This is an optimization exercise on Yosys and OpenROAD, whose aim is small area, a short achievable clock period and few clock cycles per item, not a production implementation.
The RTL of this run was laid out without a check of its function.
Power and IR drop assume default switching activity.

### flow/design.v
`timescale 1ns / 1ps
package ple_pkg;
   localparam int CAPACITY   = 64;
   localparam int DATA_WIDTH = 32;
   localparam int POS_W     = 7;
   localparam int VAL_W     = 32;
   localparam int CNT_OUT_W = 7;
   localparam int CNT_W     = $clog2(CAPACITY + 1);
   localparam logic [2:0] OP_INS_FIRST = 3'd0;
   localparam logic [2:0] OP_INS_LAST  = 3'd1;
   localparam logic [2:0] OP_INS_POS   = 3'd2;
   localparam logic [2:0] OP_DEL_FIRST = 3'd3;
   localparam logic [2:0] OP_DEL_LAST  = 3'd4;
   localparam logic [2:0] OP_DEL_POS   = 3'd5;
   localparam logic [2:0] OP_READ      = 3'd6;
   localparam logic [1:0] STS_OK     = 2'd0;
   localparam logic [1:0] STS_BADPOS = 2'd1;
   localparam logic [1:0] STS_EMPTY  = 2'd2;
   localparam logic [1:0] STS_FULL   = 2'd3;
endpackage
`timescale 1ns / 1ps
module ple_store
(
   input  logic                                clock,
   input  logic                                wr_en,
   input  logic [5:0]                          slot,
   input  logic [ple_pkg::DATA_WIDTH-1:0]      wr_value,
   input  logic                                rd_en,
   output logic [ple_pkg::DATA_WIDTH-1:0]      rd_value
);
   localparam int N = ple_pkg::CAPACITY;
   localparam int W = ple_pkg::DATA_WIDTH;
   logic [N-1:0] dec;
   logic [W-1:0] mem [0:N-1];
   always_comb begin
      for (int k = 0; k < N; k++) dec[k] = (slot == 6'(k));
   end
   genvar i;
   generate
      for (i = 0; i < N; i++) begin : g_slot
         always_ff @(posedge clock) begin
            if (wr_en && dec[i]) mem[i] <= wr_value;
         end
      end
   endgenerate
   always_comb begin
      rd_value = '0;
      for (int k = 0; k < N; k++) begin
         rd_value = rd_value | ({W{rd_en & dec[k]}} & mem[k]);
      end
   end
endmodule
`timescale 1ns / 1ps
module positional_list_engine_unit
(
   input  logic                        clock,
   input  logic                        reset,
   input  logic                        req_valid,
   output logic                        req_ready,
   input  logic [2:0]                  req_opcode,
   input  logic signed [ple_pkg::VAL_W-1:0]     req_value,
   input  logic [ple_pkg::POS_W-1:0]            req_position,
   output logic                        rsp_valid,
   input  logic                        rsp_ready,
   output logic [1:0]                  rsp_status,
   output logic [ple_pkg::CNT_OUT_W-1:0]        rsp_element_count,
   output logic signed [ple_pkg::VAL_W-1:0]     rsp_read_value
);
   localparam int N  = ple_pkg::CAPACITY;
   localparam int W  = ple_pkg::DATA_WIDTH;
   localparam int CW = ple_pkg::CNT_W;
   localparam int PW = ple_pkg::POS_W;
   localparam int RW = 2 + CW + W;
   logic                       s0_valid;
   logic [2:0]                 s0_op;
   logic [W-1:0]               s0_val;
   logic [PW-1:0]              s0_pos;
   logic                       req_ready_ff;
   logic [CW-1:0]              count_ff;
   logic [5:0]                 ptr [0:N-1];
   logic                       b_v, b_wen, b_ren;
   logic [1:0]                 b_sts;
   logic [CW-1:0]              b_cnt;
   logic [5:0]                 b_slot;
   logic [W-1:0]               b_val;
   logic                       out_v, sk_v;
   logic [RW-1:0]              out_ff, sk_ff;
   logic                       enq, exec;
   logic                       op_ins, op_ins_fp, op_del_fp, op_rd;
   logic                       full, empty;
   logic [N-1:0]               oh, th, eq_n, le_n, eq_n1, lt_n1, xsel;
   logic                       q_lt_n, q_le_n;
   logic [N-1:0]               sel_x, sel_r, sel_l;
   logic [5:0]                 x_slot;
   logic [1:0]                 sts;
   logic                       ins_ok, del_ok;
   logic [CW-1:0]              count_new;
   assign enq  = b_v & ~(out_v & sk_v);
   assign exec = s0_valid & (~b_v | ~(out_v & sk_v));
   always_comb begin
      op_ins    = (s0_op == ple_pkg::OP_INS_FIRST) || (s0_op == ple_pkg::OP_INS_LAST) ||
                  (s0_op == ple_pkg::OP_INS_POS);
      op_ins_fp = (s0_op == ple_pkg::OP_INS_FIRST) || (s0_op == ple_pkg::OP_INS_POS);
      op_del_fp = (s0_op == ple_pkg::OP_DEL_FIRST) || (s0_op == ple_pkg::OP_DEL_POS);
      op_rd     = (s0_op == ple_pkg::OP_READ);
      full      = count_ff[CW-1];
      empty     = (count_ff == '0);
      for (int i = 0; i < N; i++) begin
         oh[i]    = (s0_pos == PW'(i + 1));
         th[i]    = (s0_pos != '0) && (s0_pos <= PW'(i + 1));
         eq_n[i]  = (count_ff == CW'(i));
         le_n[i]  = (count_ff >= CW'(i));
         eq_n1[i] = (count_ff == CW'(i + 1));
         lt_n1[i] = (count_ff > CW'(i + 1));
      end
      xsel   = op_ins ? eq_n : oh;
      q_lt_n = (s0_pos != '0) && ({1'b0, s0_pos} <= {1'b0, count_ff});
      q_le_n = (s0_pos != '0) && ({1'b0, s0_pos} <= ({1'b0, count_ff} + 1'b1));
   end
   always_comb begin
      x_slot = '0;
      for (int i = 0; i < N; i++) begin
         x_slot = x_slot | ({6{xsel[i]}} & ptr[i]);
      end
   end
   always_comb begin
      for (int i = 0; i < N; i++) begin
         sel_x[i] = exec & ((op_ins_fp & ~full & oh[i] & le_n[i]) | (op_del_fp & th[i] & eq_n1[i]));
         sel_r[i] = (i == 0) ? 1'b0 : (exec & op_ins_fp & ~full & th[(i == 0) ? 0 : i-1] & le_n[i]);
         sel_l[i] = (i == N - 1) ? 1'b0 : (exec & op_del_fp & th[i] & lt_n1[i]);
      end
   end
   genvar gi;
   generate
      for (gi = 0; gi < N; gi++) begin : g_ptr
         logic [5:0] lower, upper;
         if (gi == 0) begin : g_lo0
            assign lower = ptr[gi];
         end else begin : g_lo
            assign lower = ptr[gi-1];
         end
         if (gi == N - 1) begin : g_upN
            assign upper = ptr[gi];
         end else begin : g_up
            assign upper = ptr[gi+1];
         end
         always_ff @(posedge clock) begin
            if (reset)            ptr[gi] <= 6'(gi);
            else if (sel_x[gi])   ptr[gi] <= x_slot;
            else if (sel_r[gi])   ptr[gi] <= lower;
            else if (sel_l[gi])   ptr[gi] <= upper;
         end
      end
   endgenerate
   always_comb begin
      sts    = ple_pkg::STS_OK;
      ins_ok = 1'b0;
      del_ok = 1'b0;
      unique case (s0_op)
         ple_pkg::OP_INS_FIRST, ple_pkg::OP_INS_LAST: begin
            if (full) sts = ple_pkg::STS_FULL;
            else      ins_ok = 1'b1;
         end
         ple_pkg::OP_INS_POS: begin
            if (!q_le_n)   sts = ple_pkg::STS_BADPOS;
            else if (full) sts = ple_pkg::STS_FULL;
            else           ins_ok = 1'b1;
         end
         ple_pkg::OP_DEL_FIRST, ple_pkg::OP_DEL_LAST: begin
            if (empty) sts = ple_pkg::STS_EMPTY;
            else       del_ok = 1'b1;
         end
         ple_pkg::OP_DEL_POS, ple_pkg::OP_READ: begin
            if (!q_lt_n) sts = ple_pkg::STS_BADPOS;
            else         del_ok = (s0_op == ple_pkg::OP_DEL_POS);
         end
         default: ;
      endcase
      count_new = ins_ok ? (count_ff + 1'b1) : del_ok ? (count_ff - 1'b1) : count_ff;
   end
   logic [W-1:0]  rd_value;
   logic [RW-1:0] rsp_b;
   ple_store u_store (
      .clock    (clock),
      .wr_en    (b_v & b_wen),
      .slot     (b_slot),
      .wr_value (b_val),
      .rd_en    (b_ren),
      .rd_value (rd_value)
   );
   assign rsp_b = {b_sts, b_cnt, rd_value};
   always_ff @(posedge clock) begin
      if (exec) begin
         b_sts  <= sts;
         b_cnt  <= count_new;
         b_slot <= x_slot;
         b_val  <= s0_val;
         b_wen  <= op_ins & ~full;
         b_ren  <= op_rd & q_lt_n;
      end
   end
   logic keep_out, s0_valid_in, b_v_in, out_v_in, sk_v_in;
   always_comb begin
      keep_out    = out_v & ~rsp_ready;
      s0_valid_in = (req_valid & req_ready_ff) | (s0_valid & ~exec);
      b_v_in      = exec | (b_v & ~enq);
      out_v_in    = keep_out | sk_v | enq;
      sk_v_in     = keep_out ? (sk_v | enq) : (sk_v & enq);
   end
   always_ff @(posedge clock) begin
      if (reset) begin
         s0_valid     <= 1'b0;
         b_v          <= 1'b0;
         out_v        <= 1'b0;
         sk_v         <= 1'b0;
         count_ff     <= '0;
         req_ready_ff <= 1'b1;
      end else begin
         s0_valid     <= s0_valid_in;
         b_v          <= b_v_in;
         out_v        <= out_v_in;
         sk_v         <= sk_v_in;
         if (exec) count_ff <= count_new;
         req_ready_ff <= ~s0_valid_in | ~b_v_in | ~(out_v_in & sk_v_in);
      end
   end
   always_ff @(posedge clock) begin
      if (req_ready_ff) begin
         s0_op  <= req_opcode;
         s0_val <= W'(req_value);
         s0_pos <= ((req_opcode == ple_pkg::OP_INS_FIRST) || (req_opcode == ple_pkg::OP_DEL_FIRST)) ?
                   PW'(1) : req_position;
      end
   end
   always_ff @(posedge clock) begin
      if (enq) sk_ff <= rsp_b;
      if (!keep_out) out_ff <= sk_v ? sk_ff : rsp_b;
   end
   assign req_ready         = req_ready_ff;
   assign rsp_valid         = out_v;
   assign rsp_status        = out_ff[RW-1 -: 2];
   assign rsp_element_count = ple_pkg::CNT_OUT_W'(out_ff[W +: CW]);
   assign rsp_read_value    = out_ff[W-1:0];
endmodule
### flow/run.sh
#!/bin/bash
# synth_recipe.tcl (not shown) runs the flow's synth.tcl, then flattens the netlist and writes it again
# the make line also repeats each setting of config.mk as NAME=value (left out here)
make -C /OpenROAD-flow-scripts/flow DESIGN_CONFIG=/design/flow/config.mk WORK_HOME=/design/flow/orfs CLKGATE_MAP_FILE= SYNTH_SCRIPT=/design/flow/synth_recipe.tcl finish
### flow/config.mk
export PLATFORM = sky130hd
export DESIGN_NAME = positional_list_engine_unit
export DESIGN_NICKNAME = positional_list_engine_unit
export VERILOG_FILES = /design/flow/design.v
export SDC_FILE = /design/flow/constraint.sdc
export NUM_CORES = 4
export LEC_CHECK = 0
export CAP_MARGIN = 20
export CORE_MARGIN = 2
export CORE_UTILIZATION = 50
export PLACE_DENSITY = 0.6
export SETUP_SLACK_MARGIN = 4.6
export SLEW_MARGIN = 20
### flow/constraint.sdc
create_clock -name core_clock -period 8.0 [get_ports {clock}]
set_input_delay 1.6000 -clock core_clock [delete_from_list [all_inputs] [get_ports {clock}]]
set_output_delay 1.6000 -clock core_clock [all_outputs]
set_load 0.01 [all_outputs]
==> run summary <==
Synth Flop Type=edfxtp_1; syn_area_per_cell=13.1 sq um; vias in the first global route=131000; H-tree depth=5; stopping stage=global routing (5_1_grt); CTS max path bufs=4; clk root buf=clkbuf_16; row cnt=approximately 170; outcome=stopped before the end; die width=478 microns; Num CTS Buffers=274; post-synth net total=8591; Err=[ERROR GRT-0116] Global routing finished with congestion. Check the congestion regions in the DRC Viewer.; pin count of the biggest net entering global routing=between 100 and 150; PortBufs=88; Unique masters post-synth=109; Seq/Total Area, Yosys=0.666; Warnings, synthesis=4; clk sinks=around 2600; total track usage=0.859; RD Place Congestion=1.17; die height=approximately 480 microns; HPWL Detailed=490000 microns; grt ovf=3000; Ports=89; Post-CTS Hold Buffers=0; Synth Register Bits=approximately 2600; EDFF count, synth=2221; first-pass GRT wire length=1370000 microns; Cell Area, Synth=112000 sq um; Post-synth ARST share=0; Post-Syn Instances=~8500; Starting Density=0.504
-- synth_stat cells (125+ instances only) --
cell type | instances | area (sq um)
buf_2 | 125 | 626
nor2_1 | 445 | 1670
nor3_1 | 148 | 741
edfxtp_1 | 2221 | 66700
clkbuf_1 | 395 | 1480
o21ai_0 | 378 | 1890
a21oi_1 | 369 | 1850
mux2i_1 | 266 | 2660
nand2_1 | 572 | 2150
dfxtp_1 | 396 | 7930
a22oi_1 | 932 | 7000
nand4_1 | 185 | 1160
nand3_1 | 209 | 1050
-- cell families after synthesis --
family,count (synthesis),share of synthesized area
buffers and inverters,672,0.0253
AND/OR/NAND/NOR,2062,0.0945
flip-flops,2617,0.666
multiplexers,382,0.0354
AO/OA/AOI/OAI,2759,0.176
XOR/XNOR,15,0.00117
adder cells (fa/ha/maj),19,0.00212
-- timing repair --
action | CTS
resized for setup | 1285
buffers inserted | 497
gates cloned | 60
setup endpoints to repair | 1685
pin swaps | 246
-- per-layer routing --
metal  overflow  GRT usage
met1        175      0.850
met2       1471      0.963
met3        235      0.775
met4       1089      0.868
met5         30      0.539
-- how the worst min path moves through the flow --
stage,endpoint,cells after the start
3_3_place_gp,b_val[29]$_DFFE_PP_,0
4_1_cts,b_val[26]$_DFFE_PP_,0
3_5_place_dp,b_val[28]$_DFFE_PP_,0
2_1_floorplan,b_val[0]$_DFFE_PP_,0
-- power groups by stage --
stage / sequential, mW / clock [mW] / combinational, mW
2_1_floorplan: 15.2 / 0 / 0.917
3_3_place_gp: 15.2 / 0 / 2.38
3_5_place_dp: 15.2 / 0 / 2.41
4_1_cts: 14.9 / 12.5 / 3.57
-- through the flow --
step	std cells	setup slack (ns)	area, sq um	total power [mW]
detailed placement	11500	2.01	120000	17.7
CTS	12500	3.84	140000	31.0
global placement	11500	1.87	120000	17.6
floorplan	8526	4.58	112000	16.2
